From an optimization exercise on the open Yosys and OpenROAD flow, aimed at small area; shortcuts taken in it are not production practice.
The RTL was checked by simulation tests, not by an equivalence proof against the original design.
Power and IR drop assume default switching activity.

beta:
==> module reg_file, before the edit <==
module reg_file (
  input  logic           clk,
  input  logic           rst_n,
  input  rv_pkg::reg_idx rf_rs_idx0,
  input  rv_pkg::reg_idx rf_rs_idx1,
  input  logic           rf_rs_en0,       
  input  logic           rf_rs_en1,
  input  logic           hold,            
  input  rv_pkg::gpreg   hold_val0,       
  input  rv_pkg::gpreg   hold_val1,
  output rv_pkg::gpreg   rf_rs_val0,
  output rv_pkg::gpreg   rf_rs_val1,
  input  logic           wb_en,
  input  rv_pkg::reg_idx wb_rd,
  input  rv_pkg::gpreg   wb_data
);
  localparam int N = 32;
  logic [1:0]         p;                 
  logic               rst;               
  logic [N-1:1]       wen;               
  logic [31:0]        wd_p_lo;           
  logic [31:0]        wd_p_hi;           
  logic [31:0]        q [N-1:1];
  logic [(N-1)*32-1:0] q_flat;           
  logic [31:0]        d [N-1:1];
  always_ff @(posedge clk) begin
    if (!rst_n)
      p <= '0;
    else
      p <= ~p;
  end
  assign rst = !rst_n;
  for (genvar b = 0; b < 32; b++) begin : g_col
    logic wd_n;
    rf_xnor2 i_wdn   (.a(wb_data[b]), .b(p[b / 16]), .y(wd_n));
    rf_nand2 i_wd_lo (.a(wd_n), .b(rst_n), .y(wd_p_lo[b]));
    rf_nand2 i_wd_hi (.a(wd_n), .b(rst_n), .y(wd_p_hi[b]));
  end
  for (genvar r = 1; r < N; r++) begin : g_row
    logic [1:0] set_row;    
    logic [1:0] keep_n;     
    assign wen[r] = wb_en && (wb_rd == r);
    for (genvar h = 0; h < 2; h++) begin : g_half
      rf_nor2 i_keep (.a(wen[r]), .b(rst), .y(keep_n[h]));
      rf_inv  i_set  (.a(keep_n[h]), .y(set_row[h]));
    end
    for (genvar b = 0; b < 32; b++) begin : g_bit
      rf_oai22 i_next (
        .a1 (q[r][b]),
        .a2 (set_row[b / 16]),
        .b1 (keep_n[b / 16]),
        .b2 ((r < 16) ? wd_p_lo[b] : wd_p_hi[b]),
        .y  (d[r][b])
      );
    end
    always_ff @(posedge clk)
      q[r] <= d[r];
    assign q_flat[(r-1)*32 +: 32] = q[r];
  end
  rf_read_port i_read0 (
    .idx   (rf_rs_idx0),
    .en    (rf_rs_en0),
    .hold  (hold),
    .hold_val (hold_val0),
    .wb_en (wb_en),
    .wb_rd (wb_rd),
    .q     (q_flat),
    .wd_p  (wd_p_lo),
    .p     (p[0]),
    .val   (rf_rs_val0)
  );
  rf_read_port i_read1 (
    .idx   (rf_rs_idx1),
    .en    (rf_rs_en1),
    .hold  (hold),
    .hold_val (hold_val1),
    .wb_en (wb_en),
    .wb_rd (wb_rd),
    .q     (q_flat),
    .wd_p  (wd_p_hi),
    .p     (p[0]),
    .val   (rf_rs_val1)
  );
endmodule
==> module rf_read_port, before the edit <==
module rf_read_port (
  input  rv_pkg::reg_idx idx,
  input  logic           en,
  input  logic           hold,
  input  rv_pkg::gpreg   hold_val,
  input  logic           wb_en,
  input  rv_pkg::reg_idx wb_rd,
  input  logic [991:0]   q,
  input  rv_pkg::gpreg   wd_p,
  input  logic           p,
  output rv_pkg::gpreg   val
);
  logic [32:0] sel_lo;    
  logic [32:0] sel_hi;    
  logic        pz;
  rf_read_decode i_dec (
    .idx    (idx),
    .en     (en),
    .hold   (hold),
    .wb_en  (wb_en),
    .wb_rd  (wb_rd),
    .p      (p),
    .sel_lo (sel_lo),
    .sel_hi (sel_hi),
    .pz     (pz)
  );
  for (genvar b = 0; b < 32; b++) begin : g_bit
    logic [32:0] col;
    for (genvar r = 0; r < 31; r++) begin : g_col
      assign col[r] = q[r*32 + b];
    end
    assign col[31] = wd_p[b];
    assign col[32] = hold_val[b];
    rf_read_bit i_bit (
      .sel (b < 16 ? sel_lo : sel_hi),
      .col (col),
      .p   (pz),
      .y   (val[b])
    );
  end
endmodule
==> module rf_read_decode, before the edit <==
module rf_read_decode (
  input  rv_pkg::reg_idx idx,
  input  logic           en,
  input  logic           hold,
  input  logic           wb_en,
  input  rv_pkg::reg_idx wb_rd,
  input  logic           p,
  output logic [32:0]    sel_lo,
  output logic [32:0]    sel_hi,
  output logic           pz
);
  logic [3:0] lo;
  logic [7:0] hi;
  logic       byp;
  logic       nz;
  assign nz  = en && (idx != '0) && !hold;
  assign byp = nz && wb_en && (wb_rd == idx);
  assign pz  = nz && p;
  for (genvar k = 0; k < 4; k++) begin : g_lo
    assign lo[k] = (idx[1:0] == k);
  end
  for (genvar m = 0; m < 8; m++) begin : g_hi
    assign hi[m] = (idx[4:2] == m) && en && !hold && !byp;
  end
  for (genvar r = 1; r < 32; r++) begin : g_sel
    rf_and2 i_sel_lo (.a(lo[r % 4]), .b(hi[r / 4]), .y(sel_lo[r-1]));
    rf_and2 i_sel_hi (.a(lo[r % 4]), .b(hi[r / 4]), .y(sel_hi[r-1]));
  end
  assign sel_lo[31] = byp;
  assign sel_hi[31] = byp;
  assign sel_lo[32] = hold;
  assign sel_hi[32] = hold;
endmodule
export LEC_CHECK = 0
export CAP_MARGIN = 20
export CORE_MARGIN = 2
export CORE_UTILIZATION = 55
export GPL_TIMING_DRIVEN = 0
export SLEW_MARGIN = 20
export SYNTH_HIERARCHICAL = 1
create_clock -name core_clock -period 5.0 [get_ports {clk}]
standard.sh (not shown) runs the stock make flow with config.mk's settings and CLKGATE_MAP_FILE= SYNTH_SCRIPT=/design/flow/synth_recipe.tcl, a recipe that flattens the netlist after the stock synthesis.
==> flow/flow/run.sh <==
#!/bin/bash
# The standard layout (standard.sh), with two changes after synthesis:
#  - ports are buffered with the smallest buffer (buf_1)
#  - the clock tree uses clkbuf_16 leaf buffers on larger sink clusters and
#    no dummy loads
# Each step's full log is in orfs/logs/; make's own output is in make_*.log.
set -euo pipefail
bash standard.sh synth > make_synth.log 2>&1
export BUFFER_PORTS_ARGS="-buffer_cell sky130_fd_sc_hd__buf_1"
export CTS_ARGS="-sink_clustering_enable -repair_clock_nets -dont_use_dummy_load -buf_list sky130_fd_sc_hd__clkbuf_16 -sink_clustering_size 28 -sink_clustering_max_diameter 90"
bash standard.sh > make_layout.log 2>&1
The following lists how delta was set up differently from beta:
-- flow/design.v --
<<< beta, line 205
  localparam int N = 32;
  logic [1:0]         p;                 
  logic               rst;               
  logic [N-1:1]       wen;               
  logic [31:0]        wd_p_lo;           
  logic [31:0]        wd_p_hi;           
>>> delta, line 205
  localparam int N = 32;
  logic [1:0]         p;                 
  logic [N-1:1]       wen;               
  logic [N-1:1]       wen_n;
  logic [31:0]        wd_p_lo;           
  logic [31:0]        wd_p_hi;           
<<< beta, line 218
      p <= ~p;
  end
  assign rst = !rst_n;
  for (genvar b = 0; b < 32; b++) begin : g_col
    logic wd_n;
    rf_xnor2 i_wdn   (.a(wb_data[b]), .b(p[b / 16]), .y(wd_n));
    rf_nand2 i_wd_lo (.a(wd_n), .b(rst_n), .y(wd_p_lo[b]));
    rf_nand2 i_wd_hi (.a(wd_n), .b(rst_n), .y(wd_p_hi[b]));
  end
  for (genvar r = 1; r < N; r++) begin : g_row
>>> delta, line 218
      p <= ~p;
  end
  logic [3:0] rst_c;       
  logic [3:0] rst_a;
  logic [3:0] rst_n_c;     
  for (genvar k = 0; k < 4; k++) begin : g_rst
    rf_inv i_rst   (.a(rst_n),    .y(rst_c[k]));
    rf_inv i_rst_a (.a(rst_n),    .y(rst_a[k]));
    rf_inv i_rst_n (.a(rst_a[k]), .y(rst_n_c[k]));
  end
  for (genvar b = 0; b < 32; b++) begin : g_col
    logic wd_n;
    rf_xnor2 i_wdn   (.a(wb_data[b]), .b(p[b / 16]), .y(wd_n));
    rf_nand2 i_wd_lo (.a(wd_n), .b(rst_n_c[b / 8]), .y(wd_p_lo[b]));
    rf_nand2 i_wd_hi (.a(wd_n), .b(rst_n_c[b / 8]), .y(wd_p_hi[b]));
  end
  for (genvar r = 1; r < N; r++) begin : g_row
<<< beta, line 229
    logic [1:0] keep_n;     
    assign wen[r] = wb_en && (wb_rd == r);
    for (genvar h = 0; h < 2; h++) begin : g_half
      rf_nor2 i_keep (.a(wen[r]), .b(rst), .y(keep_n[h]));
      rf_inv  i_set  (.a(keep_n[h]), .y(set_row[h]));
    end
>>> delta, line 236
    logic [1:0] keep_n;     
    assign wen[r] = wb_en && (wb_rd == r);
    rf_inv i_wen_n (.a(wen[r]), .y(wen_n[r]));
    for (genvar h = 0; h < 2; h++) begin : g_half
      rf_nor2 i_keep (.a(wen[r]), .b(rst_c[(2 * r + h) % 4]), .y(keep_n[h]));
      rf_inv  i_set  (.a(keep_n[h]), .y(set_row[h]));
    end
<<< beta, line 253
    .wb_en (wb_en),
    .wb_rd (wb_rd),
    .q     (q_flat),
    .wd_p  (wd_p_lo),
>>> delta, line 261
    .wb_en (wb_en),
    .wb_rd (wb_rd),
    .wen_n (wen_n),
    .q     (q_flat),
    .wd_p  (wd_p_lo),
<<< beta, line 265
    .wb_en (wb_en),
    .wb_rd (wb_rd),
    .q     (q_flat),
    .wd_p  (wd_p_hi),
>>> delta, line 274
    .wb_en (wb_en),
    .wb_rd (wb_rd),
    .wen_n (wen_n),
    .q     (q_flat),
    .wd_p  (wd_p_hi),
<<< beta, line 278
  input  logic           wb_en,
  input  rv_pkg::reg_idx wb_rd,
  input  logic [991:0]   q,
  input  rv_pkg::gpreg   wd_p,
>>> delta, line 288
  input  logic           wb_en,
  input  rv_pkg::reg_idx wb_rd,
  input  logic [31:1]    wen_n,
  input  logic [991:0]   q,
  input  rv_pkg::gpreg   wd_p,
<<< beta, line 292
    .wb_en  (wb_en),
    .wb_rd  (wb_rd),
    .p      (p),
    .sel_lo (sel_lo),
>>> delta, line 303
    .wb_en  (wb_en),
    .wb_rd  (wb_rd),
    .wen_n  (wen_n),
    .p      (p),
    .sel_lo (sel_lo),
<<< beta, line 318
  input  logic           wb_en,
  input  rv_pkg::reg_idx wb_rd,
  input  logic           p,
  output logic [32:0]    sel_lo,
>>> delta, line 330
  input  logic           wb_en,
  input  rv_pkg::reg_idx wb_rd,
  input  logic [31:1]    wen_n,
  input  logic           p,
  output logic [32:0]    sel_lo,
<<< beta, line 334
  end
  for (genvar m = 0; m < 8; m++) begin : g_hi
    assign hi[m] = (idx[4:2] == m) && en && !hold && !byp;
  end
  for (genvar r = 1; r < 32; r++) begin : g_sel
    rf_and2 i_sel_lo (.a(lo[r % 4]), .b(hi[r / 4]), .y(sel_lo[r-1]));
    rf_and2 i_sel_hi (.a(lo[r % 4]), .b(hi[r / 4]), .y(sel_hi[r-1]));
  end
  assign sel_lo[31] = byp;
>>> delta, line 347
  end
  for (genvar m = 0; m < 8; m++) begin : g_hi
    assign hi[m] = (idx[4:2] == m) && en && !hold;
  end
  for (genvar r = 1; r < 32; r++) begin : g_sel
    rf_and3 i_sel_lo (.a(lo[r % 4]), .b(hi[r / 4]), .c(wen_n[r]), .y(sel_lo[r-1]));
    rf_and3 i_sel_hi (.a(lo[r % 4]), .b(hi[r / 4]), .c(wen_n[r]), .y(sel_hi[r-1]));
  end
  assign sel_lo[31] = byp;
<<< beta, line 427
);
  assign y = !a;
endmodule
module rf_and2 (
>>> delta, line 440
);
  assign y = !a;
endmodule
module rf_and3 (
  input  logic a, b, c,
  output logic y
);
  assign y = a && b && c;
endmodule
module rf_and2 (
In delta the net count after synthesis turned out 0.66% higher than in beta.
Total wire length after detailed routing | delta below beta
Sequential share of power ended up 0.6 points higher on delta than on beta.
Cmp beta and delta / leakage power summed over all cells / higher: delta
beta → delta: first-pass GRT wire length went down 20000 um; register share of the cell area went up 0.17 points; count of filler cells inserted in the layout went up about 1.5%; fmax went up about 5%.

[static timing again, ports no longer ideal]
No port has a modelled driver above. Below, the same layouts with a new extraction and two added sets of constraints. Step 1: set_driving_cell puts a clkbuf_16 on clk and a buf_2 on each other input, an assumption about the parent block. Step 2 moves the port delays by t, midway between the first and last clock arrival at a register: inputs arrive t later, outputs are due t later. That takes back most of the time a late clock gives input paths. Three values: ideal, step 1, step 2; two values: the first two.
| run | t (ns) | slack for setup (ns) | worst setup path at the end |
|---|---|---|---|
| beta | 0.715 | 0.143 / 0.157 / -0.558 | input to register |
| delta | 0.699 | 0.377 / 0.387 / -0.311 | input to register |
Met with ideal ports but missed after step 2: setup timing in beta and delta. The setup slack of beta, which loses most, moves by +0.014 ns with the drivers and by -0.701 ns with both steps.
